What follows belongs to an exercise in optimizing a design on an open flow for small area and a short achievable clock period; a production flow would make more cautious choices.
At most, simulation tests tie the RTL to the original design; equivalence was not proved.
Power figures rest on the tool's default switching activity, not on a simulated workload.

Setup of try-umber:
// video_ctrl_top
module video_ctrl_top (
    input  logic                           clk,
    input  logic                           reset_n,
    input  logic                           reg_wr,
    input  logic [video_pkg::ADDR_W-1:0]   reg_addr,
    input  logic [video_pkg::DATA_W-1:0]   reg_wdata,
    output logic                           mem_req,
    output logic [video_pkg::ADDR_W-1:0]   mem_addr,
    input  logic                           mem_credit,
    input  logic                           mem_rsp_valid,
    input  logic [video_pkg::DATA_W-1:0]   mem_rsp_data,
    output logic [3:0]                     sync,     
    output logic [23:0]                    rgb       
);
==> module video_timing, before the edit <==
module video_timing (
    input  logic                           clk,
    input  logic                           reset_n,
    input  video_pkg::ctrl_cfg_t           ctrl_cfg,
    input  video_pkg::axis_cfg_t           h_cfg,      
    input  video_pkg::axis_cfg_t           v_cfg,      
    input  logic                           ctrl_wr,
    input  logic [video_pkg::PCNT_W-1:0]   ctrl_wpcnt,
    output logic                           pix_tick,
    output logic                           active,
    output logic                           fetch_line,
    output logic                           line_step,   
    output logic                           line_wrap,   
    output video_pkg::sync_t               sync
);
    logic [PCNT_W-1:0]  pdiv;                  
    logic [COORD_W-1:0] hcnt;
    logic [COORD_W-1:0] hcnt_new;
    logic [COORD_W-1:0] vsrc;                  
    logic               vs;                    
    logic [COORD_W-1:0] fy;                    
    logic [COORD_W-1:0] fy_new;
    logic               h_last;                
    logic               hb;                    
    logic               heq;                   
    logic               vb;                    
    logic               nld;                   
    logic               fy_last;               
    logic               heq_new;
    logic               en;
    assign en = ctrl_cfg.en;
    logic               slot_end;              
    logic               restart;
    logic [PCNT_W-1:0]  pdiv_inc;
    assign restart  = !en || pix_tick;
    assign pdiv_inc = pdiv + 1'b1;
    always_ff @(posedge clk) begin
        if (ctrl_wr) begin
            slot_end <= restart ? (ctrl_wpcnt == '0) : (pdiv_inc >= ctrl_wpcnt);
        end else begin
            slot_end <= restart ? (ctrl_cfg.pcnt == '0) : (pdiv_inc >= ctrl_cfg.pcnt);
        end
    end
    assign pix_tick = en && slot_end;
    assign active = en && !hb && !vb;
    assign fetch_line = pix_tick && heq && nld;
    assign hcnt_new = (!en || h_last) ? '0 : hcnt + 1'b1;
    assign heq_new  = (hcnt_new == h_cfg.size);
    assign line_step = !en || (pix_tick && h_last);
    assign fy_last   = (fy == v_cfg.total);
    assign nld       = (fy < v_cfg.size);
    assign line_wrap = en ? fy_last : (v_cfg.total == '0);
    assign vsrc      = en ? fy : '0;
    assign fy_new    = line_wrap ? '0 : (en ? fy + 1'b1 : COORD_W'(1));
    always_ff @(posedge clk) begin
        if (restart) begin
            pdiv <= '0;
        end else begin
            pdiv <= pdiv_inc;
        end
    end
    always_ff @(posedge clk) begin
        if (!en || pix_tick) begin
            hcnt   <= hcnt_new;
            h_last <= (hcnt_new == h_cfg.total);
            heq    <= heq_new;
            hb     <= heq_new || (en && !h_last && hb);
        end
    end
    always_ff @(posedge clk) begin
        if (line_step) begin
            vs      <= (vsrc >= v_cfg.sync_start) && (vsrc < v_cfg.sync_end);
            fy      <= fy_new;
            vb      <= en ? !nld : (v_cfg.size == '0);
        end
    end
    logic hsync_q;
    logic hblank_n;
    logic vsync_q;
    logic vblank_n;
    always_ff @(posedge clk or negedge reset_n) begin
        if (!reset_n) begin
            hsync_q    <= 1'b0;
            hblank_n   <= 1'b0;
            vsync_q    <= 1'b0;
            vblank_n   <= 1'b0;
        end else if (!en) begin
            hsync_q    <= 1'b0;
            hblank_n   <= 1'b0;
            vsync_q    <= 1'b0;
            vblank_n   <= 1'b0;
        end else begin
            hsync_q    <= (hcnt >= h_cfg.sync_start) && (hcnt < h_cfg.sync_end);
            hblank_n   <= !hb;
            vsync_q    <= vs;
            vblank_n   <= !vb;
        end
    end
    assign sync = {hsync_q, !hblank_n, vsync_q, !vblank_n};
endmodule
Settings: LEC_CHECK=0, CAP_MARGIN=20, CORE_MARGIN=2, CORE_UTILIZATION=40, SETUP_SLACK_MARGIN=5, SLEW_MARGIN=20; clock period 9.0 ns.
standard.sh (not shown) runs the stock make flow with config.mk's settings and CLKGATE_MAP_FILE= SYNTH_SCRIPT=/design/flow/synth_recipe.tcl, a recipe that flattens the netlist after the stock synthesis.
==> flow/flow/run.sh <==
#!/bin/bash
# Standard ORFS layout with fast port buffers and no CTS dummy loads.
set -euo pipefail
bash standard.sh \
  "BUFFER_PORTS_ARGS=-buffer_cell sky130_fd_sc_hd__buf_2" \
  "CTS_ARGS=-sink_clustering_enable -repair_clock_nets -dont_use_dummy_load -sink_clustering_size 24 -sink_clustering_max_diameter 150" \
  "SETUP_SLACK_MARGIN=5.85" \
  finish > standard.log 2>&1
try-umber finished end to end and its layout was clean on timing, DRC and antenna.
Input changes introduced in try-pepper (baseline for comparison: try-umber):
--- a/flow/design.v
+++ b/flow/design.v
@@ -162,6 +162,4 @@
     assign heq_new  = (hcnt_new == h_cfg.size);
     assign line_step = !en || (pix_tick && h_last);
-    assign fy_last   = (fy == v_cfg.total);
-    assign nld       = (fy < v_cfg.size);
     assign line_wrap = en ? fy_last : (v_cfg.total == '0);
     assign vsrc      = en ? fy : '0;
@@ -186,4 +184,6 @@
             vs      <= (vsrc >= v_cfg.sync_start) && (vsrc < v_cfg.sync_end);
             fy      <= fy_new;
+            fy_last <= (fy_new == v_cfg.total);
+            nld     <= (fy_new < v_cfg.size);
             vb      <= en ? !nld : (v_cfg.size == '0);
         end
Notes after the runs:
Summary of try-pepper over try-umber: utilization after layout now sits lower, total area of multi-input combinational cells now sits lower, global-route usage now sits at about the same level, share of total power in combinational logic now sits higher, headroom to the max-slew limit now sits lower. try-umber vs try-pepper, worst setup path startpoint: reg_addr[13] vs reg_addr[11]. Against try-umber, try-pepper reports a non-clock buffer count that is lower. try-pepper ends up with lower worst-case reg-to-reg path depth than try-umber does.
For try-umber, only the layout was checked, not whether the RTL still works.

---

## main
video_ctrl_top, a different RTL version from the one above (not shown whole).
Size: ~2100 cells after synthesis, ~720 flip-flops, ~160 I/O pins.
==> module video_timing, before the edit <==
module video_timing (
    input  logic                           clk,
    input  logic                           reset_n,
    input  video_pkg::ctrl_cfg_t           ctrl_cfg,
    input  video_pkg::axis_cfg_t           h_cfg,      
    input  video_pkg::axis_cfg_t           v_cfg,      
    output logic                           pix_tick,
    output logic                           active,
    output logic                           fetch_line,
    output logic                           line_step,   
    output logic                           line_wrap,   
    output video_pkg::sync_t               sync
);
    logic [PCNT_W-1:0]  pdiv;                  
    logic [COORD_W-1:0] hcnt;
    logic [COORD_W-1:0] hcnt_new;
    logic [COORD_W-1:0] vsrc;                  
    logic               vs;                    
    logic [COORD_W-1:0] fy;                    
    logic [COORD_W-1:0] fy_new;
    logic               h_last;                
    logic               hb;                    
    logic               heq;                   
    logic               vb;                    
    logic               nld;                   
    logic               fy_last;               
    logic               heq_new;
    logic               en;
    assign en = ctrl_cfg.en;
    assign pix_tick = en && (pdiv >= ctrl_cfg.pcnt);
    assign active = en && !hb && !vb;
    assign fetch_line = pix_tick && heq && nld;
    assign hcnt_new = (!en || h_last) ? '0 : hcnt + 1'b1;
    assign heq_new  = (hcnt_new == h_cfg.size);
    assign line_step = !en || (pix_tick && h_last);
    assign line_wrap = en ? fy_last : (v_cfg.total == '0);
    assign vsrc      = en ? fy : '0;
    assign fy_new    = line_wrap ? '0 : (en ? fy + 1'b1 : COORD_W'(1));
    always_ff @(posedge clk) begin
        if (!en || pix_tick) begin
            pdiv <= '0;
        end else begin
            pdiv <= pdiv + 1'b1;
        end
    end
    always_ff @(posedge clk) begin
        if (!en || pix_tick) begin
            hcnt   <= hcnt_new;
            h_last <= (hcnt_new == h_cfg.total);
            heq    <= heq_new;
            hb     <= heq_new || (en && !h_last && hb);
        end
    end
    always_ff @(posedge clk) begin
        if (line_step) begin
            vs      <= (vsrc >= v_cfg.sync_start) && (vsrc < v_cfg.sync_end);
            fy      <= fy_new;
            fy_last <= (fy_new == v_cfg.total);
            nld     <= (fy_new < v_cfg.size);
            vb      <= en ? !nld : (v_cfg.size == '0);
        end
    end
    always_ff @(posedge clk or negedge reset_n) begin
        if (!reset_n) begin
            sync <= SYNC_IDLE;
        end else if (!en) begin
            sync <= SYNC_IDLE;
        end else begin
            sync.hblank <= hb;
            sync.hsync  <= (hcnt >= h_cfg.sync_start) && (hcnt < h_cfg.sync_end);
            sync.vblank <= vb;
            sync.vsync  <= vs;
        end
    end
endmodule
==> module pixel_fifo, before the edit <==
module pixel_fifo (
    input  logic            clk,
    input  logic            reset_n,
    input  logic            wr,
    input  video_pkg::rgb_t wdata,
    input  logic            pop,
    output video_pkg::rgb_t rdata,
    output logic            empty
);
    logic [23:0]      mem [0:FIFO_DEPTH-1];    
    logic [FIFO_AW:0] wr_ptr;                  
    logic [FIFO_AW:0] rd_ptr;
    always_ff @(posedge clk or negedge reset_n) begin
        if (!reset_n) begin
            wr_ptr <= '0;
            rd_ptr <= '0;
        end else begin
            if (wr) begin
                wr_ptr <= wr_ptr + 1'b1;
            end
            if (pop && !empty) begin
                rd_ptr <= rd_ptr + 1'b1;
            end
        end
    end
    always_ff @(posedge clk) begin
        if (wr) begin
            mem[wr_ptr[FIFO_AW-1:0]] <= wdata;
        end
    end
    assign rdata = mem[rd_ptr[FIFO_AW-1:0]];   
    assign empty = (wr_ptr == rd_ptr);
endmodule
export LEC_CHECK = 0
export CAP_MARGIN = 20
export CORE_MARGIN = 2
export CORE_UTILIZATION = 40
export SETUP_SLACK_MARGIN = 5
export SLEW_MARGIN = 20
create_clock -name core_clock -period 9.0 [get_ports {clk}]
==> flow/flow/run.sh <==
#!/bin/bash
# Standard ORFS layout with fast port buffers and no CTS dummy loads.
set -euo pipefail
bash standard.sh \
  "BUFFER_PORTS_ARGS=-buffer_cell sky130_fd_sc_hd__buf_2" \
  "CTS_ARGS=-sink_clustering_enable -repair_clock_nets -dont_use_dummy_load -sink_clustering_size 24 -sink_clustering_max_diameter 150" \
  "SETUP_SLACK_MARGIN=6" \
  finish > standard.log 2>&1
What the feature branch does differently from main at the input level:
==> flow/design.v, changed modules only <==
module video_timing (
    input  logic                           clk,
    input  logic                           reset_n,
    input  video_pkg::ctrl_cfg_t           ctrl_cfg,
    input  video_pkg::axis_cfg_t           h_cfg,      
    input  video_pkg::axis_cfg_t           v_cfg,      
    output logic                           pix_tick,
    output logic                           active,
    output logic                           fetch_line,
    output logic                           line_step,   
    output logic                           line_wrap,   
    output video_pkg::sync_t               sync
);
    logic [PCNT_W-1:0]  pdiv;                  
    logic [COORD_W-1:0] hcnt;
    logic [COORD_W-1:0] hcnt_new;
    logic [COORD_W-1:0] vsrc;                  
    logic               vs;                    
    logic [COORD_W-1:0] fy;                    
    logic [COORD_W-1:0] fy_new;
    logic               h_last;                
    logic               hb;                    
    logic               heq;                   
    logic               vb;                    
    logic               nld;                   
    logic               fy_last;               
    logic               heq_new;
    logic               en;
    assign en = ctrl_cfg.en;
    assign pix_tick = en && (pdiv >= ctrl_cfg.pcnt);
    assign active = en && !hb && !vb;
    assign fetch_line = pix_tick && heq && nld;
    assign hcnt_new = (!en || h_last) ? '0 : hcnt + 1'b1;
    assign heq_new  = (hcnt_new == h_cfg.size);
    assign line_step = !en || (pix_tick && h_last);
    assign line_wrap = en ? fy_last : (v_cfg.total == '0);
    assign vsrc      = en ? fy : '0;
    assign fy_new    = line_wrap ? '0 : (en ? fy + 1'b1 : COORD_W'(1));
    always_ff @(posedge clk) begin
        if (!en || pix_tick) begin
            pdiv <= '0;
        end else begin
            pdiv <= pdiv + 1'b1;
        end
    end
    always_ff @(posedge clk) begin
        if (!en || pix_tick) begin
            hcnt   <= hcnt_new;
            h_last <= (hcnt_new == h_cfg.total);
            heq    <= heq_new;
            hb     <= heq_new || (en && !h_last && hb);
        end
    end
    always_ff @(posedge clk) begin
        if (line_step) begin
            vs      <= (vsrc >= v_cfg.sync_start) && (vsrc < v_cfg.sync_end);
            fy      <= fy_new;
            fy_last <= (fy_new == v_cfg.total);
            nld     <= (fy_new < v_cfg.size);
            vb      <= en ? !nld : (v_cfg.size == '0);
        end
    end
    logic hsync_q;
    logic hblank_n;
    logic vsync_q;
    logic vblank_n;
    always_ff @(posedge clk or negedge reset_n) begin
        if (!reset_n) begin
            hsync_q    <= 1'b0;
            hblank_n   <= 1'b0;
            vsync_q    <= 1'b0;
            vblank_n   <= 1'b0;
        end else if (!en) begin
            hsync_q    <= 1'b0;
            hblank_n   <= 1'b0;
            vsync_q    <= 1'b0;
            vblank_n   <= 1'b0;
        end else begin
            hsync_q    <= (hcnt >= h_cfg.sync_start) && (hcnt < h_cfg.sync_end);
            hblank_n   <= !hb;
            vsync_q    <= vs;
            vblank_n   <= !vb;
        end
    end
    assign sync = {hsync_q, !hblank_n, vsync_q, !vblank_n};
endmodule
module pixel_fifo (
    input  logic            clk,
    input  logic            reset_n,
    input  logic            wr,
    input  video_pkg::rgb_t wdata,
    input  logic            pop,
    output video_pkg::rgb_t rdata,
    output logic            empty
);
    logic [23:0]           mem [0:FIFO_DEPTH-1];    
    logic [FIFO_DEPTH-1:0] wr_oh;                   
    logic [FIFO_DEPTH-1:0] rd_oh;                   
    logic                  wr_wrap;
    logic                  rd_wrap;
    always_ff @(posedge clk or negedge reset_n) begin
        if (!reset_n) begin
            wr_oh   <= FIFO_DEPTH'(1);
            rd_oh   <= FIFO_DEPTH'(1);
            wr_wrap <= 1'b0;
            rd_wrap <= 1'b0;
        end else begin
            if (wr) begin
                wr_oh   <= {wr_oh[FIFO_DEPTH-2:0], wr_oh[FIFO_DEPTH-1]};
                wr_wrap <= wr_wrap ^ wr_oh[FIFO_DEPTH-1];
            end
            if (pop && !empty) begin
                rd_oh   <= {rd_oh[FIFO_DEPTH-2:0], rd_oh[FIFO_DEPTH-1]};
                rd_wrap <= rd_wrap ^ rd_oh[FIFO_DEPTH-1];
            end
        end
    end
    always_ff @(posedge clk) begin
        for (int i = 0; i < FIFO_DEPTH; i++) begin
            if (wr && wr_oh[i]) begin
                mem[i] <= wdata;
            end
        end
    end
    always_comb begin
        rdata = '0;
        for (int i = 0; i < FIFO_DEPTH; i++) begin
            rdata = rdata | (mem[i] & {24{rd_oh[i]}});
        end
    end
    assign empty = (|(wr_oh & rd_oh)) && (wr_wrap == rd_wrap);
endmodule
Results
The feature branch did not stop at any stage, and its layout met the timing, design-rule and antenna checks. Summary — via count of the first global-routing pass, the feature branch relative to main: higher, by 3.5%. In the flow results for the feature branch and main, the portion of the clock cycle consumed by the worst path in the final layout is larger on the feature branch. Sequential share of layout area ends up higher on the feature branch. The feature branch: post-synthesis share of cell area spent on and, or, nand and nor gates 0.57 points below main. multiplexers as the largest family of logic cells by synthesized area was reported by main, and compound AO/OA/AOI/OAI gates by the feature branch. Summary of the feature branch over main: clock period minus final worst setup slack climbed 0.068 ns, wire length climbed about 7.5%, cell area after technology mapping dropped 0.97%, vias after detailed routing climbed 1069. The die of the feature branch is smaller than the one used in main.
Only the layout flow was run in the feature branch; the RTL was not checked for function there.

## re-timing with driven ports
Ports are ideal in the flow. The routed layouts listed here were re-timed in OpenROAD.
Step 1 (the two cells are an assumption about what drives the block):
set clk [get_ports {clk}]
set_driving_cell -lib_cell sky130_fd_sc_hd__clkbuf_16 $clk
set_driving_cell -lib_cell sky130_fd_sc_hd__buf_2 [delete_from_list [all_inputs] $clk]
Step 2 times the ports against the registers' clock, not the clock port: input delays grow and output delays shrink by t, the midpoint of the rising clock arrivals with the driver on.
Slacks: ideal / step 1 / step 2; pairs: ideal / step 1.
run | t (ns) | slack for setup (ns) | worst setup path after step 2
try-umber | 0.618 | 5.840 / 5.829 / 5.257 | input to register
try-pepper | 0.625 | 5.929 / 5.905 / 5.342 | input to register
main | 0.614 | 5.870 / 5.807 / 5.386 | input to register
the feature branch | 0.657 | 5.802 / 5.802 / 5.374 | input to register
After both steps setup and hold are still met in every run listed. For try-pepper, which loses most, drivers alone change the setup slack by -0.024 ns; drivers and shift together by -0.587 ns.
